Context: an optimization exercise on an open-source flow, tuned for small area, a short achievable clock period and few clock cycles per item. The choices shown serve that exercise and are no tape-out recipe. RTL that was checked went through simulation tests only; none was proved equivalent to the original. For runs 1 to 4, only the layout was checked, not whether the RTL still works.

## flow/design.v

```verilog
`timescale 1ns/1ns
`default_nettype none
package mdPkg;
  localparam int XLen = 32;
  localparam logic [2:0] opMul    = 3'b000;
  localparam logic [2:0] opMulh   = 3'b001;
  localparam logic [2:0] opMulhsu = 3'b010;
  localparam logic [2:0] opMulhu  = 3'b011;
  localparam logic [2:0] opDiv    = 3'b100;
  localparam logic [2:0] opDivu   = 3'b101;
  localparam logic [2:0] opRem    = 3'b110;
  localparam logic [2:0] opRemu   = 3'b111;
endpackage
`default_nettype wire
`timescale 1ns/1ns
`default_nettype none
import mdPkg::*;
module multDivUnit (
  input  logic        clk,
  input  logic        reset,
  input  logic [2:0]  reqOp,
  input  logic [31:0] reqLOp,
  input  logic [31:0] reqROp,
  input  logic        reqValid,
  output logic        reqCredit,
  output logic [31:0] respResult,
  output logic        respDivByZero,
  output logic        respDivOverflow,
  output logic        respValid,
  input  logic        respCredit
);
  localparam logic [2:0] sGrant = 3'd0;   
  localparam logic [2:0] sWait  = 3'd1;   
  localparam logic [2:0] sPrep  = 3'd2;   
  localparam logic [2:0] sMul   = 3'd3;   
  localparam logic [2:0] sDiv   = 3'd4;   
  localparam logic [2:0] sCorr  = 3'd5;   
  localparam logic [2:0] sHold  = 3'd6;   
  logic [2:0]  state;
  logic [1:0]  respCnt;
  logic [33:0] A;
  logic [34:0] H;
  logic [31:0] Lo;
  logic [4:0]  count;
  logic [5:0]  lzR;
  logic        isRem;
  logic        negR;
  logic        divAdd;
  logic        corr;
  logic        selLo;
  logic        dbz;
  logic        ovf;
  logic        yOne;
  logic        yTwo;
  logic        yInv;
  logic        yCin;
  function automatic logic [5:0] clz32(input logic [31:0] v);
    logic [5:0] n;
    n = 6'd32;
    for (int i = 0; i < 32; i++) begin
      if (v[i]) n = 31 - i;
    end
    clz32 = n;
  endfunction
  function automatic logic [2:0] booth(input logic b1, input logic b0, input logic bm);
    booth = {b0 ^ bm, (b1 & ~b0 & ~bm) | (~b1 & b0 & bm), b1};
  endfunction
  logic        inDiv;
  logic        inSgnDiv;
  logic        inNegL;
  logic        inNegR;
  logic        inLZero;
  logic [5:0]  inLzL;
  logic [5:0]  inLzR;
  logic [2:0]  inBooth;
  assign inDiv    = reqOp[2];
  assign inSgnDiv = reqOp[2] & ~reqOp[0];
  assign inNegL   = inSgnDiv & reqLOp[31];
  assign inNegR   = inSgnDiv & reqROp[31];
  assign inLZero  = (reqLOp == 32'd0);
  assign inLzL    = clz32(reqLOp ^ {32{inNegL}});
  assign inLzR    = clz32(reqROp ^ {32{inNegR}});
  assign inBooth  = booth(reqROp[1], reqROp[0], 1'b0);
  logic [2:0]  nextBooth;
  assign nextBooth = booth(Lo[3], Lo[2], Lo[1]);
  logic [1:0] respCntNext;
  logic       avail;
  assign respCntNext = respCnt + {1'b0, respCredit} - {1'b0, respValid};
  assign avail       = (respCntNext != 2'd0);
  logic [34:0] aExt;
  logic [34:0] yVal;
  logic [34:0] sum;
  assign aExt = {A[33], A};
  assign yVal = ({35{yOne}} & aExt) | ({35{yTwo}} & {aExt[33:0], 1'b0});
  assign sum  = H + (yVal ^ {35{yInv}}) + {34'd0, yCin};
  logic [6:0] shAmt;
  logic       skipDiv;
  logic       qBit;
  logic       fixNeed;
  assign shAmt   = {2'b0, count} - {1'b0, lzR} + {6'd0, negR};
  assign skipDiv = dbz | shAmt[6];
  assign qBit    = ~(sum[34] ^ negR);
  assign fixNeed = isRem ? negR : (divAdd & ~dbz);
  logic lastStep;
  assign lastStep = (count == 5'd0);
  always_ff @(posedge clk) begin
    if (reset) begin
      state     <= sGrant;
      respCnt   <= 2'd0;
      reqCredit <= 1'b0;
      respValid <= 1'b0;
    end else begin
      respCnt   <= respCntNext;
      reqCredit <= 1'b0;
      respValid <= 1'b0;
      case (state)
        sGrant: begin
          reqCredit <= 1'b1;
          state     <= sWait;
        end
        sWait: begin
          if (reqValid) state <= inDiv ? sPrep : sMul;
        end
        sPrep: begin
          if (!skipDiv) begin
            state <= sDiv;
          end else if (avail) begin
            respValid <= 1'b1;
            state     <= sGrant;
          end else begin
            state <= sHold;
          end
        end
        sMul: begin
          if (lastStep) begin
            if (corr) begin
              state <= sCorr;
            end else if (avail) begin
              respValid <= 1'b1;
              state     <= sGrant;
            end else begin
              state <= sHold;
            end
          end
        end
        sDiv: begin
          if (lastStep) begin
            if (fixNeed) begin
              state <= sCorr;
            end else if (avail) begin
              respValid <= 1'b1;
              state     <= sGrant;
            end else begin
              state <= sHold;
            end
          end
        end
        default: begin   
          if (avail) begin
            respValid <= 1'b1;
            state     <= sGrant;
          end else begin
            state <= sHold;
          end
        end
      endcase
    end
  end
  always_ff @(posedge clk) begin
    case (state)
      sWait: begin
        if (reqValid) begin
          A      <= {{2{reqLOp[31] & (inNegL | reqOp == opMulh | reqOp == opMulhsu)}}, reqLOp};
          H      <= {{3{inNegR}}, reqROp} & {35{inDiv}};
          Lo     <= reqROp;
          count  <= inDiv ? ((inLzL == 6'd32) ? 5'd31 : inLzL[4:0]) : 5'd15;
          lzR    <= inLzR;
          isRem  <= reqOp[1];
          negR   <= inNegR;
          divAdd <= inNegL ^ inNegR;
          corr   <= ~reqOp[2] & reqOp[1] & reqROp[31];
          selLo  <= (reqOp == opMul) | (reqOp[2:1] == 2'b10);
          dbz    <= inDiv & inLZero;
          ovf    <= inSgnDiv & (reqLOp == 32'hffff_ffff) & (reqROp == 32'h8000_0000);
          {yOne, yTwo, yInv} <= inDiv ? 3'b001 : inBooth;
          yCin   <= ~inDiv & inBooth[0];
        end
      end
      sPrep: begin
        Lo    <= {32{dbz}};
        A     <= A << shAmt[4:0];
        count <= shAmt[4:0];
        if (negR && !skipDiv) H <= sum;
        {yOne, yTwo, yInv, yCin} <= {1'b1, 1'b0, ~divAdd, ~divAdd};
      end
      sMul: begin
        H     <= {{2{sum[34]}}, sum[34:2]};
        Lo    <= {sum[1:0], Lo[31:2]};
        count <= count - 5'd1;
        if (lastStep) begin
          {yOne, yTwo, yInv, yCin} <= 4'b1000;
        end else begin
          {yOne, yTwo, yInv} <= nextBooth;
          yCin               <= Lo[3];
        end
      end
      sDiv: begin
        Lo    <= {Lo[30:0], qBit};
        count <= count - 5'd1;
        if (lastStep) begin
          A <= {2'b0, Lo[30:0], qBit};
          if (fixNeed && !isRem) begin
            H     <= '0;
            selLo <= 1'b0;
          end else if (qBit) begin
            H <= sum;
          end
          {yOne, yTwo, yInv, yCin} <= {~isRem, 1'b0, ~isRem, 1'b1};
        end else begin
          A <= {A[33], A[33:1]};
          if (qBit) H <= sum;
        end
      end
      sCorr: begin
        H <= sum;
      end
      default: begin
      end
    endcase
  end
  assign respResult      = selLo ? Lo : H[31:0];
  assign respDivByZero   = dbz;
  assign respDivOverflow = ovf;
endmodule
`default_nettype wire
```

## flow/run.sh

```bash
#!/bin/bash
# synth_recipe.tcl (not shown) runs the flow's synth.tcl, then flattens the netlist and writes it again
# the make line also repeats each setting of config.mk as NAME=value (left out here)
make -C /OpenROAD-flow-scripts/flow DESIGN_CONFIG=/design/flow/config.mk WORK_HOME=/design/flow/orfs CLKGATE_MAP_FILE= SYNTH_SCRIPT=/design/flow/synth_recipe.tcl finish
```

## flow/constraint.sdc

```tcl
create_clock -name core_clock -period 6.0 [get_ports {clk}]
set_input_delay 1.2000 -clock core_clock [delete_from_list [all_inputs] [get_ports {clk}]]
set_output_delay 1.2000 -clock core_clock [all_outputs]
set_load 0.01 [all_outputs]
```

## flow/config.mk

```make
export PLATFORM = sky130hd
export DESIGN_NAME = multDivUnit
export DESIGN_NICKNAME = multDivUnit
export VERILOG_FILES = /design/flow/design.v
export SDC_FILE = /design/flow/constraint.sdc
export NUM_CORES = 4
export LEC_CHECK = 0
export CAP_MARGIN = 20
export CORE_MARGIN = 2
export CORE_UTILIZATION = 40
export SLEW_MARGIN = 20
```

==> Flow_metrics.wiki, run 1 <==
{| class="wikitable"
! Metric !! Value
|-
| Number of gates given a new drive strength after cts || 0
|-
| Post-synth net total || 1,778
|-
| Portion of the clock cycle consumed by the worst path in the final layout || 0.881
|-
| Worst Setup Slack, final || between 0.7 and 0.8 ns
|-
| Final Max Slew Viols || 0
|-
| Pre-CTS setup slack || 0.885 ns
|-
| Share of the synthesized area in the top cell type || 0.278
|-
| Number of cell rows || 66
|-
| Placer Congestion || around 0.94
|-
| Via Count || 13,800
|-
| Routed Wire Length || 51,900 um
|-
| Library cell contributing the largest single delay on the critical path || sky130_fd_sc_hd__edfxtp_1
|-
| Mean instance size in the synthesized netlist || 8.03 um^2
|-
| Number of flip-flops and latches in the synthesized netlist || 130
|-
| GRT met2 Usage || 0.444
|-
| Mapped Area || 13,300 um^2
|-
| Clock buffers created by TritonCTS || 17
|-
| Starting DRT DRC Count || 1,870
|-
| Asr flop ratio synth || 0
|-
| Max-Slew Margin vs Limit || 0.293
|-
| GR Util met3 || 0.0600
|-
| Post-Route Utilization || 0.470
|-
| Initial antenna violation count || 2
|-
| Detailed-route vias per instance || between 6 and 7
|-
| Post-layout instance count excluding filler cells || around 2,100
|-
| Unrepaired setup endpoints after global routing || no
|-
| CTS tree || yes
|-
| Fill cells || between 3,000 and 4,000
|-
| IO Pins || 107
|-
| Post-DP Area || 14,800 um^2
|-
| Worst Path Arrival || 5.44 ns
|-
| Count of flip-flops with a built-in enable after synthesis || approximately 120
|-
| Post-synth cell types || about 80
|-
| IO buf count || 106
|-
| Number of buffers inserted to repair setup after CTS || 0
|-
| Critical Path Max Stage Delay || 0.77 ns
|-
| Die Span Y || roughly 190 um
|-
| Count of clock tree sinks || 130
|-
| # setup viols final || 0
|-
| Wire length of the first global-routing pass || 77,500 um
|-
| Sequential-to-total area share from yosys stat || 0.288
|-
| Final ANT Viol Nets || 0
|-
| Met1 Use GR || 0.393
|-
| Actual slew at the worst max-slew pin || 1.06 ns
|-
| Number of nets in the finished design || roughly 1,800
|-
| Detailed-route wire length per cell || 24.2 um
|-
| CTS Hold Buffers Added || 0
|-
| Crit path top cell by count || sky130_fd_sc_hd__o21ai_2
|-
| Largest buffer count on any clock path || 2
|-
| Hold path depth || 2
|-
| Area growth from synthesis to layout || 15.3%
|-
| Floorplan die area || 34,700 um^2
|-
| Overall overflow remaining after global route || 0
|-
| Maximum number of pins on one net before global-route repair || 56
|-
| Crit Reg-Reg Endpoint || H[8]$_DFFE_PP_
|-
| Remaining routing DRC violations || 0
|-
| Maximum capacitance violations || 0
|-
| Ys flop type || sky130_fd_sc_hd__edfxtp_1
|-
| Initial Utilization || 0.408
|-
| Summed negative setup slack over all endpoints || 0 ns
|-
| Clock insertion delay at the later pin of the skew report || 0.45 ns
|-
| Number of H-tree branching levels || 4
|-
| Area of the placeable core || 32,600 um^2
|-
| Start point of the critical path || yTwo$_DFFE_PP_
|-
| Achievable Freq || 189 MHz
|-
| Share of cells above drive strength 1 || 0.0729
|-
| Cell class contributing the biggest share of worst-path delay || compound AO/OA/AOI/OAI gates
|-
| Total number of yosys warnings || 1
|-
| Post-CTS clock slew at the launch and capture registers of the worst setup and hold paths || about 0.06 ns
|-
| Startpoint of the most critical register-to-register path || yTwo$_DFFE_PP_
|-
| Final design area excluding fillers || 15,300 um^2
|-
| Final number of hold-violating endpoints || 0
|-
| Element type at the critical path end || flop
|-
| Worst-path maximum fanout || 24
|-
| Status || no timing/DRC/antenna violations
|-
| Clk root buf || sky130_fd_sc_hd__clkbuf_16
|-
| Number of iterations in the first detailed-routing pass || 9
|-
| Hold Crit Start || H[0]$_DFFE_PP_
|-
| Setup Skew || 0.0126 ns
|-
| Most used routing layer in global routing || met2
|-
| Hold path endpoint || H[0]$_DFFE_PP_
|-
| Register-to-register setup slack || 0.71 ns
|-
| Startpoint type of the worst setup path || flop
|-
| Min Tclk post-route || 5.29 ns
|-
| Vias in the first global route || 12,600
|-
| Classification of the worst-slack hold path || flop to flop
|-
| Width of the die || 186 um
|-
| Total global-route track usage || 0.289
|-
| Cell total after placement || 2,111
|-
| Kind of critical path || flop to flop
|-
| Largest cells by area after synthesis || sky130_fd_sc_hd__edfxtp_1 28%, sky130_fd_sc_hd__a21oi_1 6.1%, sky130_fd_sc_hd__nand2_1 5.8%, sky130_fd_sc_hd__mux2i_1 4.9%, sky130_fd_sc_hd__ha_1 4.4%
|-
| Data required time of the worst path || 6.16 ns
|-
| Reg2Reg Depth || 17
|-
| Bufs and invs on worst path || 2
|-
| Post-DP HPWL || 38,800 um
|-
| Cell count after synthesis || roughly 1,700
|-
| Most area-hungry cell type in the Yosys netlist || sky130_fd_sc_hd__edfxtp_1
|-
| Cell-by-cell trace of the critical path || buf_4, a22oi_1, xnor2_1, ha_1, a21o_1, a21oi_2, o21ai_2, a2111oi_4, o32ai_1, and3_1, o21ai_2, a211oi_1, a221oi_2, xnor3_2, buf_12, mux2i_1, o221ai_1
|}
layer usage:
layer / vias up / wire length, um
met5: - / 24
met4: 4 / 2080
met3: 112 / 4650
met2: 783 / 23000
met1: 6528 / 22100
li1: 6333 / -
cells in the final DEF (no fill, tap or decap), types with 7 or more instances in the layout:
master / synthesis / layout
sky130_fd_sc_hd__a21boi_1: 7 / 7
sky130_fd_sc_hd__nor3_1: 37 / 35
sky130_fd_sc_hd__nor2_1: 121 / 120
sky130_fd_sc_hd__mux2_2: 28 / 28
sky130_fd_sc_hd__nand2_1: 205 / 205
sky130_fd_sc_hd__ha_1: 47 / 46
sky130_fd_sc_hd__edfxtp_1: 123 / 123
sky130_fd_sc_hd__a221o_1: 9 / 9
sky130_fd_sc_hd__clkdlybuf4s50_1: 0 / 106
sky130_fd_sc_hd__xnor2_1: 57 / 55
sky130_fd_sc_hd__a21o_1: 27 / 27
sky130_fd_sc_hd__o21a_1: 8 / 8
sky130_fd_sc_hd__mux2i_1: 65 / 65
sky130_fd_sc_hd__nand4_1: 11 / 11
sky130_fd_sc_hd__nor4_1: 15 / 15
sky130_fd_sc_hd__dfxtp_1: 7 / 7
sky130_fd_sc_hd__mux2_1: 8 / 8
sky130_fd_sc_hd__o22ai_1: 18 / 17
sky130_fd_sc_hd__clkbuf_16: 0 / 17
sky130_fd_sc_hd__a222oi_1: 17 / 17
sky130_fd_sc_hd__and2_1: 8 / 7
sky130_fd_sc_hd__a22oi_1: 58 / 58
sky130_fd_sc_hd__buf_4: 1 / 32
sky130_fd_sc_hd__and3_1: 13 / 13
sky130_fd_sc_hd__o211ai_1: 16 / 16
sky130_fd_sc_hd__o221ai_1: 21 / 21
sky130_fd_sc_hd__xor2_1: 18 / 16
sky130_fd_sc_hd__or3_1: 15 / 15
sky130_fd_sc_hd__a211oi_1: 36 / 36
sky130_fd_sc_hd__a21oi_1: 161 / 160
sky130_fd_sc_hd__nand2b_1: 18 / 17
sky130_fd_sc_hd__inv_1: 48 / 48
sky130_fd_sc_hd__nor2b_1: 23 / 23
sky130_fd_sc_hd__a32oi_1: 17 / 17
sky130_fd_sc_hd__nand3_1: 53 / 53
sky130_fd_sc_hd__a31oi_1: 12 / 12
sky130_fd_sc_hd__o21ai_1: 66 / 66
sky130_fd_sc_hd__o21ai_0: 48 / 46
worst max path at each step:
stage	end	slack [ns]	cells past startpoint
finish	H[8]$_DFFE_PP_	0.71	17
global route	H[8]$_DFFE_PP_	0.41	17
CTS	H[8]$_DFFE_PP_	0.84	17
detailed placement	H[27]$_DFFE_PP_	0.89	16
global placement	H[27]$_DFFE_PP_	0.98	16
floorplan	H[27]$_DFFE_PP_	1.23	20
cells in the mapped netlist, types with 4 or more instances:
| cell type | n |
|---|---|
| sky130_fd_sc_hd__nand2b_1 | 18 |
| sky130_fd_sc_hd__inv_2 | 4 |
| sky130_fd_sc_hd__nor2_1 | 121 |
| sky130_fd_sc_hd__or3_1 | 15 |
| sky130_fd_sc_hd__a21o_1 | 27 |
| sky130_fd_sc_hd__and2_1 | 8 |
| sky130_fd_sc_hd__mux2_1 | 8 |
| sky130_fd_sc_hd__a32oi_1 | 17 |
| sky130_fd_sc_hd__a21boi_1 | 7 |
| sky130_fd_sc_hd__o22ai_1 | 18 |
| sky130_fd_sc_hd__o21ai_1 | 66 |
| sky130_fd_sc_hd__a22o_1 | 4 |
| sky130_fd_sc_hd__nor3_1 | 37 |
| sky130_fd_sc_hd__ha_1 | 47 |
| sky130_fd_sc_hd__dfxtp_1 | 7 |
| sky130_fd_sc_hd__nor2b_1 | 23 |
| sky130_fd_sc_hd__mux2_2 | 28 |
| sky130_fd_sc_hd__xor2_1 | 18 |
| sky130_fd_sc_hd__nand4_1 | 11 |
| sky130_fd_sc_hd__nor4_1 | 15 |
| sky130_fd_sc_hd__xnor2_1 | 57 |
| sky130_fd_sc_hd__inv_1 | 48 |
| sky130_fd_sc_hd__a221o_1 | 9 |
| sky130_fd_sc_hd__nand3_1 | 53 |
| sky130_fd_sc_hd__edfxtp_1 | 123 |
| sky130_fd_sc_hd__o221ai_1 | 21 |
| sky130_fd_sc_hd__nand2_1 | 205 |
| sky130_fd_sc_hd__a22oi_1 | 58 |
| sky130_fd_sc_hd__a221oi_1 | 5 |
| sky130_fd_sc_hd__mux4_2 | 6 |
| sky130_fd_sc_hd__clkbuf_1 | 110 |
| sky130_fd_sc_hd__mux2i_1 | 65 |
| sky130_fd_sc_hd__o211ai_1 | 16 |
| sky130_fd_sc_hd__or4_1 | 6 |
| sky130_fd_sc_hd__a31oi_1 | 12 |
| sky130_fd_sc_hd__and3_1 | 13 |
| sky130_fd_sc_hd__buf_1 | 14 |
| sky130_fd_sc_hd__a222oi_1 | 17 |
| sky130_fd_sc_hd__a21oi_1 | 161 |
| sky130_fd_sc_hd__o21ai_0 | 48 |
| sky130_fd_sc_hd__a211oi_1 | 36 |
| sky130_fd_sc_hd__o21a_1 | 8 |
cell families after synthesis:
group,Yosys count,share of synthesized area
fa+ha+maj,51,0.0495
simple gates,540,0.186
compound gates,572,0.284
mux,107,0.0895
buf+inv,181,0.0522
flops,130,0.288
xor+xnor,76,0.0511
state kept, by name, indices dropped and copies added, names as in the netlist, 2 cells and up:
signal	count
Lo	32
lzR	6
H	35
respCnt	2
count	5
A	34
state	3
through the flow:
| stage | hold slack, ns |
|---|---|
| after global placement | 0.590 |
| after detailed placement | 0.597 |
| final | 0.616 |
| after CTS | 0.607 |
| after global routing | 0.645 |
| after floorplan | 0.548 |
tightest hold or removal path: stages (launching register included):
cell and delay, ns:
sky130_fd_sc_hd__edfxtp_1 0.36, sky130_fd_sc_hd__a222oi_1 0.07, sky130_fd_sc_hd__o21ai_0 0.07
area by class of cell:
type / instances / area [um^2] / share of cell area
Multi-Input combinational cell: 1346 / 8860 / 0.578
Sequential cell: 130 / 3830 / 0.250
Timing Repair Buffer: 140 / 1340 / 0.0871
Tap cell: 442 / 553 / 0.0360
Clock buffer: 20 / 437 / 0.0285
Inverter: 53 / 200 / 0.0130
Clock inverter: 12 / 116 / 0.00758
Antenna cell: 1 / 2.50 / 0.000163
==> run 2, diff against run 1 <==
--- a/flow/design.v
+++ b/flow/design.v
@@ -93,5 +93,10 @@
   assign aExt = {A[33], A};
   assign yVal = ({35{yOne}} & aExt) | ({35{yTwo}} & {aExt[33:0], 1'b0});
-  assign sum  = H + (yVal ^ {35{yInv}}) + {34'd0, yCin};
+  prefixAdd #(.N(35)) i_add (
+    .a   (H),
+    .b   (yVal ^ {35{yInv}}),
+    .cin (yCin),
+    .s   (sum)
+  );
   logic [6:0] shAmt;
   logic       skipDiv;
@@ -233,3 +238,29 @@
   assign respDivOverflow = ovf;
 endmodule
+module prefixAdd #(
+  parameter int N = 35
+) (
+  input  logic [N-1:0] a,
+  input  logic [N-1:0] b,
+  input  logic         cin,
+  output logic [N-1:0] s
+);
+  localparam int L = $clog2(N + 1);
+  logic [N:0] g [0:L];
+  logic [N:0] p [0:L];
+  assign g[0] = {a & b, cin};
+  assign p[0] = {a ^ b, 1'b0};
+  for (genvar l = 1; l <= L; l++) begin : g_level
+    for (genvar i = 0; i <= N; i++) begin : g_bit
+      if (i >= (1 << (l - 1))) begin : g_merge
+        assign g[l][i] = g[l-1][i] | (p[l-1][i] & g[l-1][i - (1 << (l - 1))]);
+        assign p[l][i] = p[l-1][i] & p[l-1][i - (1 << (l - 1))];
+      end else begin : g_pass
+        assign g[l][i] = g[l-1][i];
+        assign p[l][i] = p[l-1][i];
+      end
+    end
+  end
+  assign s = p[0][N:1] ^ g[L][N-1:0];
+endmodule
 `default_nettype wire
==> run 2 against run 1 <==
Net effect:
- routed wire length up 3.6%
- critical path type unchanged
- clock skew down 0.0043 ns
- still clean
- register-to-register slack better by 0.07 ns
- synthesized cell count up 1.0%
- maximum frequency up 1.3%
- sequential share of layout area down 0.35 points
==> Flow_metrics.wiki, run 2 <==
{| class="wikitable"
! Metric !! Value
|-
| Status || no timing/DRC/antenna violations (unchanged)
|-
| # setup viols final || 0 (unchanged)
|-
| Number of flip-flops and latches in the synthesized netlist || 130 (unchanged)
|-
| Number of buffers inserted to repair setup after CTS || 0 (unchanged)
|-
| Total number of yosys warnings || 4 (was 1)
|-
| Total global-route track usage || 0.299 (was 0.289)
|-
| Start point of the critical path || yTwo$_DFFE_PP_ (unchanged)
|-
| Area of the placeable core || 33,400 um^2 (was 32,600 um^2)
|-
| Number of gates given a new drive strength after cts || 0 (unchanged)
|-
| Post-Synth XOR/XNOR Area || 0.0558 (was 0.0511)
|-
| Element type at the critical path end || flop (unchanged)
|-
| Max FFs per register || 35 (unchanged)
|-
| Classification of the worst-slack hold path || flop to flop (unchanged)
|-
| Placer Congestion || 0.956 (was 0.936)
|-
| Initial Utilization || 0.404 (was 0.408)
|-
| Most area-hungry cell type in the Yosys netlist || sky130_fd_sc_hd__edfxtp_1 (unchanged)
|-
| Overall overflow remaining after global route || 0 (unchanged)
|-
| Setup Skew || 0.00831 ns (was 0.0126 ns)
|-
| Combinational family with the most area after synthesis || compound AO/OA/AOI/OAI gates (unchanged)
|-
| Antenna diode count || 0 (was 1)
|-
| Actual slew at the worst max-slew pin || 1.03 ns (was 1.06 ns)
|-
| Data required time of the worst path || 6.18 ns (was 6.16 ns)
|-
| Register-to-register setup slack || 0.78 ns (was 0.71 ns)
|-
| Number of nets in the finished design || 1,829 (was 1,809)
|-
| Fraction of the mapped netlist area in simple logic gates || 0.196 (was 0.186)
|-
| Die Span Y || 188 um (was 186 um)
|-
| Count of clock tree sinks || 130 (unchanged)
|-
| Worst-path maximum fanout || 21 (was 24)
|-
| Largest cells by area after synthesis || sky130_fd_sc_hd__edfxtp_1 27%, sky130_fd_sc_hd__a21oi_1 6.5%, sky130_fd_sc_hd__nand2_1 5.9%, sky130_fd_sc_hd__mux2i_1 5.2%, sky130_fd_sc_hd__ha_1 4.5% (was sky130_fd_sc_hd__edfxtp_1 28%, sky130_fd_sc_hd__a21oi_1 6.1%, sky130_fd_sc_hd__nand2_1 5.8%, sky130_fd_sc_hd__mux2i_1 4.9%, sky130_fd_sc_hd__ha_1 4.4%)
|-
| Sequential-to-total area share from yosys stat || 0.284 (was 0.288)
|-
| Most frequent cells in the layout || 213 x sky130_fd_sc_hd__nand2_1, 174 x sky130_fd_sc_hd__a21oi_1, 123 x sky130_fd_sc_hd__edfxtp_1 (was 205 x sky130_fd_sc_hd__nand2_1, 160 x sky130_fd_sc_hd__a21oi_1, 123 x sky130_fd_sc_hd__edfxtp_1)
|-
| CTS Hold Buffers Added || 0 (unchanged)
|-
| Worst Path Arrival || 5.41 ns (was 5.44 ns)
|-
| Portion of the clock cycle consumed by the worst path in the final layout || 0.870 (was 0.881)
|-
| Final Max Slew Viols || 0 (unchanged)
|-
| Post-Route Utilization || 0.466 (was 0.470)
|-
| Unrepaired setup endpoints after global routing || no (unchanged)
|-
| Max-Slew Margin vs Limit || 0.314 (was 0.293)
|-
| Hold path depth || 2 (unchanged)
|-
| Reg2Reg Depth || 15 (was 17)
|-
| Wire length of the first global-routing pass || 81,400 um (was 77,500 um)
|-
| Final ANT Viol Nets || 0 (unchanged)
|-
| Number of H-tree branching levels || 4 (unchanged)
|-
| Number of iterations in the first detailed-routing pass || 6 (was 9)
|-
| Kind of critical path || flop to flop (unchanged)
|-
| Ys flop type || sky130_fd_sc_hd__edfxtp_1 (unchanged)
|-
| Achievable Freq || 192 MHz (was 189 MHz)
|-
| Asr flop ratio synth || 0 (unchanged)
|-
| Crit Reg-Reg Endpoint || H[10]$_DFFE_PP_ (was H[8]$_DFFE_PP_)
|-
| Area growth from synthesis to layout || 15.4% (was 15.3%)
|-
| Summed negative setup slack over all endpoints || 0 ns (unchanged)
|-
| Register with the highest flop count || H (unchanged)
|-
| Post-synthesis adder-cell area fraction || 0.0482 (was 0.0495)
|-
| Final number of hold-violating endpoints || 0 (unchanged)
|-
| Most common library cell in the layout ignoring fill and taps || sky130_fd_sc_hd__nand2_1 (unchanged)
|-
| Count of flip-flops with a built-in enable after synthesis || 123 (unchanged)
|-
| Most common cell in the netlist || sky130_fd_sc_hd__nand2_1 (unchanged)
|-
| Maximum number of pins on one net before global-route repair || 45 (was 56)
|-
| Post-DP HPWL || 39,500 um (was 38,800 um)
|-
| Commonest cells in the netlist || 213 x sky130_fd_sc_hd__nand2_1, 175 x sky130_fd_sc_hd__a21oi_1, 123 x sky130_fd_sc_hd__edfxtp_1, 118 x sky130_fd_sc_hd__clkbuf_1, 116 x sky130_fd_sc_hd__nor2_1 (was 205 x sky130_fd_sc_hd__nand2_1, 161 x sky130_fd_sc_hd__a21oi_1, 123 x sky130_fd_sc_hd__edfxtp_1, 121 x sky130_fd_sc_hd__nor2_1, 110 x sky130_fd_sc_hd__clkbuf_1)
|-
| Clock buffers created by TritonCTS || 17 (unchanged)
|-
| Routed Wire Length || 53,800 um (was 51,900 um)
|-
| Largest buffer count on any clock path || 2 (unchanged)
|-
| CTS tree || yes (unchanged)
|-
| Biggest regs || H x35, A x34, Lo x32 (unchanged)
|-
| Min Tclk post-route || 5.22 ns (was 5.29 ns)
|-
| Mapped Area || 13,500 um^2 (was 13,300 um^2)
|-
| Remaining routing DRC violations || 0 (unchanged)
|-
| Via Count || 13,900 (was 13,800)
|-
| Share of cells above drive strength 1 || 0.0819 (was 0.0729)
|-
| Post-synth net total || 1,795 (was 1,778)
|-
| Clk root buf || sky130_fd_sc_hd__clkbuf_16 (unchanged)
|-
| Post-CTS clock slew at the launch and capture registers of the worst setup and hold paths || 0.06 ns (about the same)
|-
| Number of cell rows || 67 (was 66)
|-
| Share of the synthesized area in the top cell type || 0.274 (was 0.278)
|-
| Post-layout instance count excluding filler cells || 2,169 (was 2,144)
|-
| IO Pins || 107 (unchanged)
|-
| IO buf count || 106 (unchanged)
|-
| Maximum capacitance violations || 0 (unchanged)
|-
| Post-synth cell types || 74 (was 81)
|-
| Cell count after synthesis || 1,674 (was 1,657)
|-
| Vias in the first global route || 13,100 (was 12,600)
|-
| Starting DRT DRC Count || 1,897 (was 1,870)
|-
| Clock insertion delay at the later pin of the skew report || 0.45 ns (about the same)
|-
| Portion of netlist area occupied by mux cells || 0.105 (was 0.0895)
|-
| Detailed-route vias per instance || 6.40 (was 6.42)
|-
| Startpoint of the most critical register-to-register path || yTwo$_DFFE_PP_ (unchanged)
|-
| Width of the die || 188 um (was 186 um)
|-
| Mean instance size in the synthesized netlist || 8.06 um^2 (was 8.03 um^2)
|-
| Floorplan die area || 35,200 um^2 (was 34,700 um^2)
|-
| Compound-cell area share of the yosys netlist || 0.260 (was 0.284)
|-
| Initial antenna violation count || 1 (was 2)
|-
| Startpoint type of the worst setup path || flop (unchanged)
|-
| Cell total after placement || 2,137 (was 2,111)
|-
| Critical Path End || H[10]$_DFFE_PP_ (was H[8]$_DFFE_PP_)
|-
| Detailed-route wire length per cell || 24.8 um (was 24.2 um)
|}
-- run 2: per-layer routing --
metal	up-vias	GRT usage	wire [um]
met2	676	0.466	24200
met4	2	0.125	2210
met3	106	0.0470	4070
met5	-	0	10
met1	6700	0.413	23300
li1	6404	-	-
-- run 2: cells by family after synthesis --
group           after synthesis
simple gates                573
compound gates              541
buf+inv                     176
flops                       130
mux                         120
xor+xnor                     83
fa+ha+maj                    51
-- run 2: layout make-up --
type / count / area, um^2
clock inverters: 13 / 119
inverters: 42 / 158
well taps: 448 / 561
flip-flops and latches: 130 / 3830
fillers: 3393 / 17800
multi-input cells: 1368 / 9050
clock buffers: 19 / 433
repair buffers: 149 / 1410
-- run 2: critical path, stage by stage, from the launching register on --
cell and delay (ns):
sky130_fd_sc_hd__edfxtp_1 0.82, sky130_fd_sc_hd__buf_4 0.32, sky130_fd_sc_hd__a22oi_1 0.11, sky130_fd_sc_hd__xnor2_1 0.16
sky130_fd_sc_hd__ha_1 0.35, sky130_fd_sc_hd__a21o_1 0.18, sky130_fd_sc_hd__a21oi_1 0.18, sky130_fd_sc_hd__o21ai_1 0.11
sky130_fd_sc_hd__a21o_1 0.20, sky130_fd_sc_hd__a41oi_1 0.46, sky130_fd_sc_hd__o211ai_2 0.21, sky130_fd_sc_hd__a311o_1 0.56
sky130_fd_sc_hd__xnor2_4 0.49, sky130_fd_sc_hd__buf_4 0.45, sky130_fd_sc_hd__mux2i_1 0.25, sky130_fd_sc_hd__o21ai_1 0.08
-- run 2: how the worst min path moves through the flow --
stage / startpoint / end / slack (ns)
after detailed placement: Lo[31]$_DFFE_PP_ / Lo[29]$_DFFE_PP_ / 0.63
after global routing: Lo[31]$_DFFE_PP_ / Lo[29]$_DFFE_PP_ / 0.64
after floorplan: Lo[31]$_DFFE_PP_ / Lo[29]$_DFFE_PP_ / 0.53
after CTS: Lo[31]$_DFFE_PP_ / Lo[29]$_DFFE_PP_ / 0.64
final: Lo[31]$_DFFE_PP_ / Lo[29]$_DFFE_PP_ / 0.61
after global placement: Lo[31]$_DFFE_PP_ / Lo[29]$_DFFE_PP_ / 0.60
-- run 2: through the flow --
step,area [um^2],worst slack (ns),hold slack (ns)
after detailed placement,15000,0.915,0.625
final,15600,0.778,0.614
after CTS,15600,0.907,0.637
after global routing,15600,0.498,0.638
after global placement,15000,1.01,0.603
after floorplan,13500,1.64,0.528
==> run 3, diff against run 2 <==
--- a/flow/design.v
+++ b/flow/design.v
@@ -70,4 +70,5 @@
   logic        inNegL;
   logic        inNegR;
+  logic        inSgnR;
   logic        inLZero;
   logic [5:0]  inLzL;
@@ -78,7 +79,8 @@
   assign inNegL   = inSgnDiv & reqLOp[31];
   assign inNegR   = inSgnDiv & reqROp[31];
+  assign inSgnR   = inDiv ? inSgnDiv : ~reqOp[1];
   assign inLZero  = (reqLOp == 32'd0);
   assign inLzL    = clz32(reqLOp ^ {32{inNegL}});
-  assign inLzR    = clz32(reqROp ^ {32{inNegR}});
+  assign inLzR    = clz32(reqROp ^ {32{inSgnR & reqROp[31]}});
   assign inBooth  = booth(reqROp[1], reqROp[0], 1'b0);
   logic [2:0]  nextBooth;
@@ -107,6 +109,8 @@
   assign qBit    = ~(sum[34] ^ negR);
   assign fixNeed = isRem ? negR : (divAdd & ~dbz);
+  logic skip4;
   logic lastStep;
-  assign lastStep = (count == 5'd0);
+  assign skip4    = (state == sMul) && (count >= 5'd3) && (lzR > {count, 1'b0} + 6'd2);
+  assign lastStep = skip4 ? (count == 5'd3) : (count == 5'd0);
   always_ff @(posedge clk) begin
     if (reset) begin
@@ -200,9 +204,17 @@
       end
       sMul: begin
-        H     <= {{2{sum[34]}}, sum[34:2]};
-        Lo    <= {sum[1:0], Lo[31:2]};
-        count <= count - 5'd1;
+        if (skip4) begin
+          H     <= {{8{H[34]}}, H[34:8]};
+          Lo    <= {H[7:0], Lo[31:8]};
+          count <= count - 5'd4;
+        end else begin
+          H     <= {{2{sum[34]}}, sum[34:2]};
+          Lo    <= {sum[1:0], Lo[31:2]};
+          count <= count - 5'd1;
+        end
         if (lastStep) begin
           {yOne, yTwo, yInv, yCin} <= 4'b1000;
+        end else if (skip4) begin
+          {yOne, yTwo, yInv, yCin} <= 4'b0000;
         end else begin
           {yOne, yTwo, yInv} <= nextBooth;
--- a/flow/config.mk
+++ b/flow/config.mk
@@ -9,3 +9,4 @@
 export CORE_MARGIN = 2
 export CORE_UTILIZATION = 40
+export SETUP_SLACK_MARGIN = 2
 export SLEW_MARGIN = 20
==> run 3 against run 2 <==
Net effect:
- still clean on timing, DRC and antenna
- setup slack improved by 1.1 ns
- clock-buffer cell count is 1 lower
- sequential share of layout area decreased by 2.4 points
- first-iteration DRC count grew 23%
- global-route usage grew 1.6 points
- sequential cell count did not move
- clock skew is 0.0022 ns higher
- hold slack improved by 0.052 ns
- critical endpoint is now H[33]$_DFFE_PP_
- highest routed layer unchanged
==> Flow_metrics.wiki, run 3 <==
{| class="wikitable"
! Metric !! Value
|-
| Status || no timing/DRC/antenna violations (unchanged)
|-
| Wire length of the first global-routing pass || 87,000 um (was 81,400 um)
|-
| Detailed-route wire length per cell || 26.2 um (was 24.8 um)
|-
| Die Span Y || 192 um (was 188 um)
|-
| Post-Route Utilization || 0.497 (was 0.466)
|-
| Bufs and invs on worst path || 5 (was 2)
|-
| Final ANT Viol Nets || 0 (unchanged)
|-
| CTS tree || yes (unchanged)
|-
| Summed negative setup slack over all endpoints || 0 ns (unchanged)
|-
| Initial Utilization || 0.409 (was 0.404)
|-
| Post-synthesis adder-cell area fraction || 0.0522 (was 0.0482)
|-
| Final Max Slew Viols || 0 (unchanged)
|-
| Number of flip-flops and latches in the synthesized netlist || 130 (unchanged)
|-
| Asr flop ratio synth || 0 (unchanged)
|-
| Starting DRT DRC Count || 2,332 (was 1,897)
|-
| Data required time of the worst path || 6.18 ns (about the same)
|-
| Area taken by flip-flops and latches || 3830 um^2 (unchanged)
|-
| Largest cells by area after synthesis || sky130_fd_sc_hd__edfxtp_1 26%, sky130_fd_sc_hd__nand2_1 6.1%, sky130_fd_sc_hd__mux2i_1 5.4%, sky130_fd_sc_hd__ha_1 4.9%, sky130_fd_sc_hd__xnor2_1 4.3% (was sky130_fd_sc_hd__edfxtp_1 27%, sky130_fd_sc_hd__a21oi_1 6.5%, sky130_fd_sc_hd__nand2_1 5.9%, sky130_fd_sc_hd__mux2i_1 5.2%, sky130_fd_sc_hd__ha_1 4.5%)
|-
| Most area-hungry cell type in the Yosys netlist || sky130_fd_sc_hd__edfxtp_1 (unchanged)
|-
| Register-to-register setup slack || 1.83 ns (was 0.78 ns)
|-
| Classification of the worst-slack hold path || flop to flop (unchanged)
|-
| Cell class contributing the biggest share of worst-path delay || compound AO/OA/AOI/OAI gates (unchanged)
|-
| Worst Path Arrival || 4.35 ns (was 5.41 ns)
|-
| Startpoint of the most critical register-to-register path || yOne$_DFFE_PP_ (was yTwo$_DFFE_PP_)
|-
| Final design area excluding fillers || 17,200 um^2 (was 15,600 um^2)
|-
| Cell-by-cell trace of the critical path || buf_6, clkbuf_16, a22oi_2, xnor2_1, ha_1, a21oi_2, o21a_1, o31a_4, or3_4, a31oi_4, a211oi_4, buf_6, xor2_4, buf_12, buf_16, nand2_1, o21ai_1, a211o_1 (was buf_4, a22oi_1, xnor2_1, ha_1, a21o_1, a21oi_1, o21ai_1, a21o_1, a41oi_1, o211ai_2, a311o_1, xnor2_4, buf_4, mux2i_1, o21ai_1)
|-
| Compound-cell area share of the yosys netlist || 0.277 (was 0.260)
|-
| Area of combinational cells with multiple inputs || 10,000 um^2 (was 9050 um^2)
|-
| Fill cells || 3,298 (was 3,393)
|-
| Most frequent cells in the layout || 227 x sky130_fd_sc_hd__nand2_1, 123 x sky130_fd_sc_hd__edfxtp_1, 111 x sky130_fd_sc_hd__nor2_1 (was 213 x sky130_fd_sc_hd__nand2_1, 174 x sky130_fd_sc_hd__a21oi_1, 123 x sky130_fd_sc_hd__edfxtp_1)
|-
| Kind of critical path || flop to flop (unchanged)
|-
| Count of flip-flops with a built-in enable after synthesis || 123 (unchanged)
|-
| Actual slew at the worst max-slew pin || 1.03 ns (about the same)
|-
| # setup viols final || 0 (unchanged)
|-
| Post-DP Area || 15,600 um^2 (was 15,000 um^2)
|-
| Max FFs per register || 35 (unchanged)
|-
| IO Pins || 107 (unchanged)
|-
| Area of the placeable core || 34,700 um^2 (was 33,400 um^2)
|-
| Post-DP HPWL || 42,600 um (was 39,500 um)
|-
| Clock buffers created by TritonCTS || 17 (unchanged)
|-
| Most common library cell in the layout ignoring fill and taps || sky130_fd_sc_hd__nand2_1 (unchanged)
|-
| Setup Skew || 0.0106 ns (was 0.00831 ns)
|-
| Element type at the critical path end || flop (unchanged)
|-
| Maximum number of pins on one net before global-route repair || 91 (was 45)
|-
| Post-CTS clock slew at the launch and capture registers of the worst setup and hold paths || 0.06 ns (about the same)
|-
| Number of H-tree branching levels || 4 (unchanged)
|-
| Crit Reg-Reg Endpoint || H[33]$_DFFE_PP_ (was H[10]$_DFFE_PP_)
|-
| Unrepaired setup endpoints after global routing || yes (was no)
|-
| Final number of hold-violating endpoints || 0 (unchanged)
|-
| Fraction of the mapped netlist area in simple logic gates || 0.192 (was 0.196)
|-
| Register with the highest flop count || H (unchanged)
|-
| Remaining routing DRC violations || 0 (unchanged)
|-
| Min Tclk post-route || 4.17 ns (was 5.22 ns)
|-
| Commonest cells in the netlist || 230 x sky130_fd_sc_hd__nand2_1, 123 x sky130_fd_sc_hd__edfxtp_1, 118 x sky130_fd_sc_hd__nor2_1, 114 x sky130_fd_sc_hd__clkbuf_1, 113 x sky130_fd_sc_hd__o21ai_0 (was 213 x sky130_fd_sc_hd__nand2_1, 175 x sky130_fd_sc_hd__a21oi_1, 123 x sky130_fd_sc_hd__edfxtp_1, 118 x sky130_fd_sc_hd__clkbuf_1, 116 x sky130_fd_sc_hd__nor2_1)
|-
| Maximum capacitance violations || 0 (unchanged)
|-
| Post-Synth XOR/XNOR Area || 0.0554 (was 0.0558)
|-
| Routed Wire Length || 60,300 um (was 53,800 um)
|-
| Vias in the first global route || 13,700 (was 13,100)
|-
| Hold path depth || 3 (was 2)
|-
| Width of the die || 192 um (was 188 um)
|-
| Portion of netlist area occupied by mux cells || 0.0992 (was 0.105)
|-
| Number of iterations in the first detailed-routing pass || 10 (was 6)
|-
| Initial antenna violation count || 2 (was 1)
|-
| Most common cell in the netlist || sky130_fd_sc_hd__nand2_1 (unchanged)
|-
| Sequential-to-total area share from yosys stat || 0.270 (was 0.284)
|-
| Overall overflow remaining after global route || 0 (unchanged)
|-
| Post-synth cell types || 88 (was 74)
|-
| Portion of the clock cycle consumed by the worst path in the final layout || 0.695 (was 0.870)
|-
| Cell count after synthesis || 1,750 (was 1,674)
|-
| IO buf count || 106 (unchanged)
|-
| Mean instance size in the synthesized netlist || 8.10 um^2 (was 8.06 um^2)
|-
| Number of cell rows || 68 (was 67)
|-
| Count of clock tree sinks || 130 (unchanged)
|-
| Biggest regs || H x35, A x34, Lo x32 (unchanged)
|-
| Crit path top cell by count || sky130_fd_sc_hd__buf_6
|-
| Worst-path maximum fanout || 10 (was 21)
|-
| Area growth from synthesis to layout || 21.6% (was 15.4%)
|-
| Placer Congestion || 0.975 (was 0.956)
|-
| Startpoint type of the worst setup path || flop (unchanged)
|-
| Number of nets in the finished design || 1,962 (was 1,829)
|-
| Library cell contributing the largest single delay on the critical path || sky130_fd_sc_hd__edfxtp_1 (unchanged)
|-
| Via Count || 15,200 (was 13,900)
|-
| Ys flop type || sky130_fd_sc_hd__edfxtp_1 (unchanged)
|-
| Total number of yosys warnings || 4 (unchanged)
|-
| Total global-route track usage || 0.315 (was 0.299)
|-
| Hold path endpoint || respCnt[1]$_SDFF_PP0_ (was Lo[29]$_DFFE_PP_)
|-
| Largest buffer count on any clock path || 2 (unchanged)
|-
| Hold Crit Start || respCnt[1]$_SDFF_PP0_ (was Lo[31]$_DFFE_PP_)
|-
| Share of the synthesized area in the top cell type || 0.260 (was 0.274)
|-
| Post-synth net total || 1,879 (was 1,795)
|-
| Floorplan die area || 37,000 um^2 (was 35,200 um^2)
|-
| Max-Slew Margin vs Limit || 0.314 (about the same)
|-
| Share of cells above drive strength 1 || 0.150 (was 0.0819)
|-
| Clock insertion delay at the later pin of the skew report || 0.44 ns (was 0.45 ns)
|-
| Achievable Freq || 240 MHz (was 192 MHz)
|-
| Clk root buf || sky130_fd_sc_hd__clkbuf_16 (unchanged)
|-
| Combinational family with the most area after synthesis || compound AO/OA/AOI/OAI gates (unchanged)
|-
| Mapped Area || 14,200 um^2 (was 13,500 um^2)
|-
| Critical Path Max Stage Delay || 0.48 ns (was 0.82 ns)
|-
| Detailed-route vias per instance || 6.60 (was 6.40)
|-
| Reg2Reg Depth || 18 (was 15)
|-
| CTS Hold Buffers Added || 0 (unchanged)
|}
## run 3: cell types whose count changed after synthesis, sizes merged, moves of 11 or more
cell / change
o211ai: +37
a221oi: +29
a22oi: +13
a21oi: -63
buf: +15
nand3: -27
o221ai: +12
o21ai: +26
nand2: +16
inv: +11
## run 3: tightest hold or removal path, cell delays in order, from the launching register on
cell and delay [ns]:
sky130_fd_sc_hd__dfxtp_1 0.33, sky130_fd_sc_hd__xor2_1 0.08, sky130_fd_sc_hd__xnor2_1 0.14, sky130_fd_sc_hd__nor2_1 0.08
## run 3: timing repair
item,4_1_cts,5_1_grt
pin swaps,19,39
endpoints found under the setup margin,46,62
resized for setup,35,80
cloned,2,2
buffers inserted,27,36
## run 3: worst max path at each step
stage / from / endpoint / slack, ns / depth (start not counted)
global placement: reqOp[2] / count[0]$_DFFE_PP_ / 1.28 / 12
CTS: yOne$_DFFE_PP_ / H[29]$_DFFE_PP_ / 1.96 / 16
global route: yOne$_DFFE_PP_ / H[33]$_DFFE_PP_ / 1.73 / 18
floorplan: yInv$_DFFE_PP_ / H[29]$_DFFE_PP_ / 2.10 / 13
detailed placement: reqOp[2] / count[0]$_DFFE_PP_ / 1.28 / 12
finish: yOne$_DFFE_PP_ / H[33]$_DFFE_PP_ / 1.83 / 18
## run 3: cell type report
class	count	share of cell area
multi-input cells	1422	0.582
flip-flops and latches	130	0.222
repair buffers	209	0.119
well taps	455	0.0330
clock buffers	18	0.0249
inverters	53	0.0115
clock inverters	13	0.00697
diodes	1	0.000145
## run 3: kinds of logic (layout without fill, tap and decap cells)
group | count (synthesis) | count (layout)
adders and majority gates | 58 | 58
other | 0 | 1
buffers and inverters | 198 | 293
DFF | 130 | 130
and+or+nand+nor | 587 | 587
muxes | 124 | 124
AOI/OAI and AO/OA | 565 | 565
xor gates and xnor gates | 88 | 88
## run 3: layer usage
metal  part of all wire  wire, um  vias to the layer above  track usage
met1               0.39     23800                     7202        0.420
met3               0.11      6480                      176       0.0635
met2               0.45     27400                      973        0.502
met4              0.043      2570                        4        0.125
met5            0.00046        28                        -            0
li1                   -         -                     6836            -
## run 3: through the flow
step           instances  hold WS (ns)  worst slack [ns]
6_report            2301         0.666              1.83
5_1_grt             2300         0.688              1.73
4_1_cts             2262         0.660              1.96
3_5_place_dp        2202         0.644              1.28
3_3_place_gp        2202         0.643              1.28
2_1_floorplan       1750         0.569              2.10
==> run 4, diff against run 3 <==
--- a/flow/config.mk
+++ b/flow/config.mk
@@ -9,4 +9,4 @@
 export CORE_MARGIN = 2
 export CORE_UTILIZATION = 40
-export SETUP_SLACK_MARGIN = 2
+export SETUP_SLACK_MARGIN = 3
 export SLEW_MARGIN = 20
==> run 4 against run 3 <==
Net effect:
- sequential cell count unchanged
- global-route usage increased by 3.2 points
- highest routed layer unchanged
- routed wire length increased by 9.3%
- register-to-register slack improved by 0.17 ns
- area after synthesis unchanged
==> Flow_metrics.wiki, run 4 <==
{| class="wikitable"
! Metric !! Value
|-
| Status || no timing/DRC/antenna violations (unchanged)
|-
| Clock buffers created by TritonCTS || 17 (unchanged)
|-
| Largest cells by area after synthesis || sky130_fd_sc_hd__edfxtp_1 26%, sky130_fd_sc_hd__nand2_1 6.1%, sky130_fd_sc_hd__mux2i_1 5.4%, sky130_fd_sc_hd__ha_1 4.9%, sky130_fd_sc_hd__xnor2_1 4.3% (unchanged)
|-
| Detailed-route vias per instance || 6.69 (was 6.60)
|-
| Number of cell rows || 68 (unchanged)
|-
| Share of the synthesized area in the top cell type || 0.260 (unchanged)
|-
| Most common cell in the netlist || sky130_fd_sc_hd__nand2_1 (unchanged)
|-
| Kind of critical path || flop to flop (unchanged)
|-
| Clock insertion delay at the later pin of the skew report || 0.45 ns (was 0.44 ns)
|-
| Placer Congestion || 0.958 (was 0.975)
|-
| Cell class contributing the biggest share of worst-path delay || compound AO/OA/AOI/OAI gates (unchanged)
|-
| Floorplan die area || 37,000 um^2 (unchanged)
|-
| Ys flop type || sky130_fd_sc_hd__edfxtp_1 (unchanged)
|-
| Initial antenna violation count || 2 (unchanged)
|-
| Cell-by-cell trace of the critical path || buf_6, buf_6, a22oi_2, xnor2_1, ha_1, a21o_1, a21o_1, a21oi_2, o21ai_2, a211oi_4, a31oi_4, a211oi_4, buf_6, xnor2_4, buf_12, mux2_4, a221o_1 (was buf_6, clkbuf_16, a22oi_2, xnor2_1, ha_1, a21oi_2, o21a_1, o31a_4, or3_4, a31oi_4, a211oi_4, buf_6, xor2_4, buf_12, buf_16, nand2_1, o21ai_1, a211o_1)
|-
| Classification of the worst-slack hold path || flop to flop (unchanged)
|-
| Number of H-tree branching levels || 4 (unchanged)
|-
| Detailed-route wire length per cell || 27.1 um (was 26.2 um)
|-
| Area growth from synthesis to layout || 39.3% (was 21.6%)
|-
| Setup Skew || 0.0146 ns (was 0.0106 ns)
|-
| Width of the die || 192 um (unchanged)
|-
| Max FFs per register || 35 (unchanged)
|-
| Bufs and invs on worst path || 4 (was 5)
|-
| Worst Path Arrival || 4.20 ns (was 4.35 ns)
|-
| Total number of yosys warnings || 4 (unchanged)
|-
| Element type at the critical path end || flop (unchanged)
|-
| # setup viols final || 0 (unchanged)
|-
| Critical Path Max Stage Delay || 0.40 ns (was 0.48 ns)
|-
| Worst-path maximum fanout || 6 (was 10)
|-
| Achievable Freq || 250 MHz (was 240 MHz)
|-
| Largest buffer count on any clock path || 2 (unchanged)
|-
| Final number of hold-violating endpoints || 0 (unchanged)
|-
| Wire length of the first global-routing pass || 95,100 um (was 87,000 um)
|-
| Most area-hungry cell type in the Yosys netlist || sky130_fd_sc_hd__edfxtp_1 (unchanged)
|-
| Register with the highest flop count || H (unchanged)
|-
| Asr flop ratio synth || 0 (unchanged)
|-
| Max-Slew Margin vs Limit || 0.272 (was 0.314)
|-
| Post-synth cell types || 88 (unchanged)
|-
| Overall overflow remaining after global route || 0 (unchanged)
|-
| Commonest cells in the netlist || 230 x sky130_fd_sc_hd__nand2_1, 123 x sky130_fd_sc_hd__edfxtp_1, 118 x sky130_fd_sc_hd__nor2_1, 114 x sky130_fd_sc_hd__clkbuf_1, 113 x sky130_fd_sc_hd__o21ai_0 (unchanged)
|-
| Number of flip-flops and latches in the synthesized netlist || 130 (unchanged)
|-
| Die Span Y || 192 um (unchanged)
|-
| Count of flip-flops with a built-in enable after synthesis || 123 (unchanged)
|-
| Via Count || 16,300 (was 15,200)
|-
| Post-DP HPWL || 42,600 um (about the same)
|-
| Crit path top cell by count || sky130_fd_sc_hd__buf_6 (unchanged)
|-
| Cell count after synthesis || 1,750 (unchanged)
|-
| Mean instance size in the synthesized netlist || 8.10 um^2 (unchanged)
|-
| Most common library cell in the layout ignoring fill and taps || sky130_fd_sc_hd__nand2_1 (unchanged)
|-
| Area of the placeable core || 34,700 um^2 (unchanged)
|-
| CTS tree || yes (unchanged)
|-
| Count of clock tree sinks || 130 (unchanged)
|-
| Post-synth net total || 1,879 (unchanged)
|-
| Min Tclk post-route || 4.00 ns (was 4.17 ns)
|-
| Data required time of the worst path || 6.20 ns (was 6.18 ns)
|-
| Startpoint type of the worst setup path || flop (unchanged)
|-
| Most frequent cells in the layout || 220 x sky130_fd_sc_hd__nand2_1, 142 x sky130_fd_sc_hd__buf_4, 123 x sky130_fd_sc_hd__edfxtp_1 (was 227 x sky130_fd_sc_hd__nand2_1, 123 x sky130_fd_sc_hd__edfxtp_1, 111 x sky130_fd_sc_hd__nor2_1)
|-
| Post-CTS clock slew at the launch and capture registers of the worst setup and hold paths || 0.06 ns (about the same)
|-
| Biggest regs || H x35, A x34, Lo x32 (unchanged)
|-
| Starting DRT DRC Count || 2,614 (was 2,332)
|-
| Sequential-to-total area share from yosys stat || 0.270 (unchanged)
|-
| Portion of the clock cycle consumed by the worst path in the final layout || 0.667 (was 0.695)
|-
| Initial Utilization || 0.409 (unchanged)
|-
| Routed Wire Length || 65,900 um (was 60,300 um)
|-
| Worst Hold Margin || 0.674 ns (was 0.666 ns)
|-
| Remaining routing DRC violations || 0 (unchanged)
|-
| Library cell contributing the largest single delay on the critical path || sky130_fd_sc_hd__edfxtp_1 (unchanged)
|-
| Clk root buf || sky130_fd_sc_hd__clkbuf_16 (unchanged)
|-
| Vias in the first global route || 15,000 (was 13,700)
|-
| Maximum capacitance violations || 0 (unchanged)
|-
| Summed negative setup slack over all endpoints || 0 ns (unchanged)
|-
| IO buf count || 106 (unchanged)
|-
| Final ANT Viol Nets || 0 (unchanged)
|-
| Share of cells above drive strength 1 || 0.307 (was 0.150)
|-
| Actual slew at the worst max-slew pin || 1.09 ns (was 1.03 ns)
|-
| Total global-route track usage || 0.348 (was 0.315)
|-
| Maximum number of pins on one net before global-route repair || 45 (was 91)
|-
| Number of nets in the finished design || 2,091 (was 1,962)
|-
| Final Max Slew Viols || 0 (unchanged)
|-
| Mapped Area || 14,200 um^2 (unchanged)
|-
| IO Pins || 107 (unchanged)
|-
| Number of iterations in the first detailed-routing pass || 9 (was 10)
|-
| Antenna diode count || 0 (was 1)
|-
| Unrepaired setup endpoints after global routing || yes (unchanged)
|}
## run 4: cell types whose count changed in the layout (fill, tap and decap cells not counted), sizes merged, moves of 2 or more
cell           before  now
buf               100  234
clkbuf             21   50
clkdlybuf4s15       0    8
clkdlybuf4s50     105   28
clkinvlp            4    2
dlygate4sd2         1   28
dlymetal6s2s        0    4
inv                53   55
## run 4: cells by family (layout without fill, tap and decap cells)
logic type	Yosys count	after routing	share of synthesized area
flip-flops	130	130	0.270
AO/OA/AOI/OAI	565	565	0.277
buffers and inverters	198	419	0.0546
XOR/XNOR	88	89	0.0554
adder cells (fa/ha/maj)	58	58	0.0522
AND/OR/NAND/NOR	587	590	0.192
multiplexers	124	124	0.0992
## run 4: routing by layer
| metal | wire (um) | track usage | share of wire | vias up |
|---|---|---|---|---|
| met1 | 25200 | 0.454 | 0.38 | 7812 |
| met4 | 3100 | 0.145 | 0.047 | 4 |
| met3 | 7860 | 0.0918 | 0.12 | 225 |
| met2 | 29600 | 0.544 | 0.45 | 1115 |
| li1 | - | - | - | 7109 |
| met5 | 30 | 0 | 0.00046 | - |
## run 4: path summary, 6_finish.rpt
kind                        start         endpoint  slack, ns  depth (start not counted)
hold / removal    H[34]$_DFFE_PP_  H[34]$_DFFE_PP_       0.67                          2
hold reg to reg   H[34]$_DFFE_PP_  H[34]$_DFFE_PP_       0.67                          2
setup reg to reg   yOne$_DFFE_PP_  H[29]$_DFFE_PP_       2.00                         17
setup / recovery   yOne$_DFFE_PP_  H[29]$_DFFE_PP_       2.00                         17
## run 4: metrics by stage
step | setup slack, ns | util | area [um^2] | cells
after floorplan | 2.33 | - | 14500 | 1750
after global placement | 1.43 | 0.454 | 15700 | 2205
after detailed placement | 1.38 | 0.454 | 15800 | 2205
after CTS | 2.12 | 0.546 | 19000 | 2389
after global routing | 1.90 | 0.569 | 19800 | 2430
final | 2.00 | 0.569 | 19800 | 2430
## run 4: final cells by class
class	instances	area [um^2]
fillers	3118	15000
well taps	455	569
repair buffers	334	3460
flip-flops and latches	130	3830
multi-input cells	1426	11100
clock buffers	19	433
clock inverters	13	136
inverters	53	206
## run 4: repair_timing
action	CTS	global route
gates resized for setup	424	170
hold buffers	0	0
endpoints found under the setup margin	194	172
cloned	18	4
pin swaps	141	101
setup buffers	134	37
## run 4: worst reg2reg max path: cells and delay by family (launching register included)
family / cells / cell delay, ns
muxes: 1 / 0.30
buffers and inverters: 4 / 0.63
AOI/OAI and AO/OA: 9 / 1.83
DFF: 1 / 0.40
xor gates and xnor gates: 2 / 0.31
adders and majority gates: 1 / 0.30
==> run 5, diff against run 4 <==
--- a/flow/design.v
+++ b/flow/design.v
@@ -37,4 +37,5 @@
   localparam logic [2:0] sCorr  = 3'd5;   
   localparam logic [2:0] sHold  = 3'd6;   
+  localparam logic [2:0] sRfix  = 3'd7;   
   logic [2:0]  state;
   logic [1:0]  respCnt;
@@ -105,7 +106,11 @@
   logic       qBit;
   logic       fixNeed;
+  logic       subNext;
+  logic       divNegL;
+  assign divNegL = divAdd ^ negR;
   assign shAmt   = {2'b0, count} - {1'b0, lzR} + {6'd0, negR};
   assign skipDiv = dbz | shAmt[6];
   assign qBit    = ~(sum[34] ^ negR);
+  assign subNext = ~sum[34] ^ divNegL;
   assign fixNeed = isRem ? negR : (divAdd & ~dbz);
   logic skip4;
@@ -155,5 +160,7 @@
         sDiv: begin
           if (lastStep) begin
-            if (fixNeed) begin
+            if (isRem && !qBit) begin
+              state <= sRfix;
+            end else if (fixNeed) begin
               state <= sCorr;
             end else if (avail) begin
@@ -163,4 +170,14 @@
               state <= sHold;
             end
+          end
+        end
+        sRfix: begin
+          if (negR) begin
+            state <= sCorr;
+          end else if (avail) begin
+            respValid <= 1'b1;
+            state     <= sGrant;
+          end else begin
+            state <= sHold;
           end
         end
@@ -226,16 +243,26 @@
         count <= count - 5'd1;
         if (lastStep) begin
-          A <= {2'b0, Lo[30:0], qBit};
-          if (fixNeed && !isRem) begin
-            H     <= '0;
-            selLo <= 1'b0;
-          end else if (qBit) begin
+          if (!isRem) begin
+            A <= {2'b0, Lo[30:0], qBit};
+            H <= '0;
+            if (fixNeed) selLo <= 1'b0;
+            {yOne, yTwo, yInv, yCin} <= 4'b1011;
+          end else begin
             H <= sum;
-          end
-          {yOne, yTwo, yInv, yCin} <= {~isRem, 1'b0, ~isRem, 1'b1};
+            if (qBit) begin
+              {yOne, yTwo, yInv, yCin} <= 4'b0001;
+            end else begin
+              {yOne, yTwo, yInv, yCin} <= {1'b1, 1'b0, subNext, subNext};
+            end
+          end
         end else begin
           A <= {A[33], A[33:1]};
-          if (qBit) H <= sum;
-        end
+          H <= sum;
+          {yOne, yTwo, yInv, yCin} <= {1'b1, 1'b0, subNext, subNext};
+        end
+      end
+      sRfix: begin
+        H <= sum;
+        {yOne, yTwo, yInv, yCin} <= 4'b0001;
       end
       sCorr: begin
--- a/flow/config.mk
+++ b/flow/config.mk
@@ -8,5 +8,5 @@
 export CAP_MARGIN = 20
 export CORE_MARGIN = 2
-export CORE_UTILIZATION = 40
-export SETUP_SLACK_MARGIN = 3
+export CORE_UTILIZATION = 55
+export SETUP_SLACK_MARGIN = 2
 export SLEW_MARGIN = 20
==> run 5 against run 4 <==
Net effect:
- non-clock buffer count fell by 164
- cell count decreased by 13%
- hold slack got worse by 0.0034 ns
- highest routed layer is now met4
==> Flow_metrics.wiki, run 5 <==
{| class="wikitable"
! Metric !! Value
|-
| Number of iterations in the first detailed-routing pass || 10 (was 9)
|-
| Initial Utilization || 0.561 (was 0.409)
|-
| Startpoint type of the worst setup path || flop (unchanged)
|-
| Status || no timing/DRC/antenna violations (unchanged)
|-
| Commonest cells in the netlist || 216 x sky130_fd_sc_hd__nand2_1, 147 x sky130_fd_sc_hd__nor2_1, 134 x sky130_fd_sc_hd__a21oi_1, 123 x sky130_fd_sc_hd__edfxtp_1, 119 x sky130_fd_sc_hd__o21ai_0 (was 230 x sky130_fd_sc_hd__nand2_1, 123 x sky130_fd_sc_hd__edfxtp_1, 118 x sky130_fd_sc_hd__nor2_1, 114 x sky130_fd_sc_hd__clkbuf_1, 113 x sky130_fd_sc_hd__o21ai_0)
|-
| Post-synth net total || 1,840 (was 1,879)
|-
| Final Max Slew Viols || 0 (unchanged)
|-
| Number of flip-flops and latches in the synthesized netlist || 130 (unchanged)
|-
| Post-DP HPWL || 40,200 um (was 42,600 um)
|-
| Clk root buf || sky130_fd_sc_hd__clkbuf_16 (unchanged)
|-
| Portion of the clock cycle consumed by the worst path in the final layout || 0.680 (was 0.667)
|-
| Number of H-tree branching levels || 4 (unchanged)
|-
| Initial antenna violation count || 0 (was 2)
|-
| Asr flop ratio synth || 0 (unchanged)
|-
| Area growth from synthesis to layout || 18.7% (was 39.3%)
|-
| Overall overflow remaining after global route || 0 (unchanged)
|-
| Count of clock tree sinks || 130 (unchanged)
|-
| Via Count || 15,000 (was 16,300)
|-
| IO Pins || 107 (unchanged)
|-
| Min Tclk post-route || 4.08 ns (was 4.00 ns)
|-
| Final design area excluding fillers || 16,200 um^2 (was 19,800 um^2)
|-
| IO buf count || 106 (unchanged)
|}
## run 5: worst paths after layout
check                          endpoint  cells past startpoint  slack, ns                  start
setup / recovery        H[17]$_DFFE_PP_                     15       1.92         yOne$_DFFE_PP_
hold / removal    respCnt[1]$_SDFF_PP0_                      3       0.67  respCnt[1]$_SDFF_PP0_
setup reg to reg        H[17]$_DFFE_PP_                     15       1.92         yOne$_DFFE_PP_
hold reg to reg   respCnt[1]$_SDFF_PP0_                      3       0.67  respCnt[1]$_SDFF_PP0_
## run 5: kinds of logic (layout without fill, tap and decap cells)
logic type	Yosys count	count (layout)
and+or+nand+nor	589	589
xor gates and xnor gates	92	92
AOI/OAI and AO/OA	551	551
buffers and inverters	179	246
muxes	112	112
adders and majority gates	58	58
DFF	130	130
## run 5: critical path, stage by stage (launching register included)
cell and delay (ns):
sky130_fd_sc_hd__edfxtp_1 0.43, sky130_fd_sc_hd__buf_4 0.19, sky130_fd_sc_hd__buf_12 0.14, sky130_fd_sc_hd__a22oi_2 0.17
sky130_fd_sc_hd__xnor2_1 0.18, sky130_fd_sc_hd__ha_1 0.29, sky130_fd_sc_hd__a21o_1 0.16, sky130_fd_sc_hd__a21o_1 0.18
sky130_fd_sc_hd__a21oi_1 0.15, sky130_fd_sc_hd__o21ai_0 0.09, sky130_fd_sc_hd__a221o_2 0.42, sky130_fd_sc_hd__a311o_4 0.38
sky130_fd_sc_hd__buf_4 0.16, sky130_fd_sc_hd__xor2_1 0.15, sky130_fd_sc_hd__a222oi_1 0.58, sky130_fd_sc_hd__nand2_1 0.14
## run 5: final cells by class
class                      instances  area [um^2]  share of cell area
clock inverter                    15          183              0.0112
timing repair buffer             170         1680               0.103
clock buffer                      17          425              0.0262
multi-input combinational       1402         9560               0.588
sequential                       130         3830               0.236
tap                              324          405              0.0249
inverter                          44          165              0.0102
## run 5: through the flow
| stage | utilization | std cells | worst slack, ns |
|---|---|---|---|
| 6_report | 0.666 | 2102 | 1.92 |
| 5_1_grt | 0.666 | 2102 | 1.74 |
| 4_1_cts | 0.651 | 2090 | 1.99 |
| 3_5_place_dp | 0.614 | 2040 | 1.13 |
| 3_3_place_gp | 0.612 | 2037 | 1.26 |
| 2_1_floorplan | - | 1711 | 2.05 |
## run 5: routing by layer
layer | track usage | wire (um)
met3 | 0.0889 | 7800
met4 | 0.162 | 2790
met1 | 0.579 | 21600
met5 | 0 | 0
met2 | 0.637 | 24600
## run 5: timing repair
action                                  4_1_cts  5_1_grt
pin swaps                                    11       21
cloned                                        0        3
endpoints found under the setup margin       51       69
gates resized for setup                      37       48
setup buffers                                18        9
Testbench counts of run 5, summed over its fixed seeds: cycles 43,250, ops 3,200.

==> static timing again, ports no longer ideal <==
The results above use ideal ports. As a check the final layouts listed here were re-extracted and re-timed, cells and wires unchanged.
Step 1 assumes that a clkbuf_16 drives the clock port and a buf_2 every other input.
Step 2 also shifts input and output timing later by t, the mid clock arrival at the registers, as if the neighbouring blocks saw the same clock.
a / b / c = ideal ports / drivers / drivers and shift; a / b = the first two.
run	shift t [ns]	slack for setup (ns)	worst setup path after step 2	clock arrival spread, ns	worst register clock-pin slew, ns
run 1	0.491	0.711 / 0.711 / 0.711	register to register	0.012 / 0.013	0.07 / 0.07
run 2	0.495	0.778 / 0.778 / 0.778	register to register	0.008 / 0.008	0.07 / 0.07
run 3	0.485	1.831 / 1.831 / 1.650	input to register	0.011 / 0.011	0.07 / 0.07
run 4	0.499	1.997 / 1.997 / 1.997	register to register	0.015 / 0.015	0.07 / 0.07
run 5	0.486	1.918 / 1.918 / 1.675	input to register	0.014 / 0.015	0.07 / 0.07
After both steps setup and hold are still met in every run listed. For run 5, which loses most, drivers alone change the setup slack by 0.000 ns; drivers and shift together by -0.243 ns.
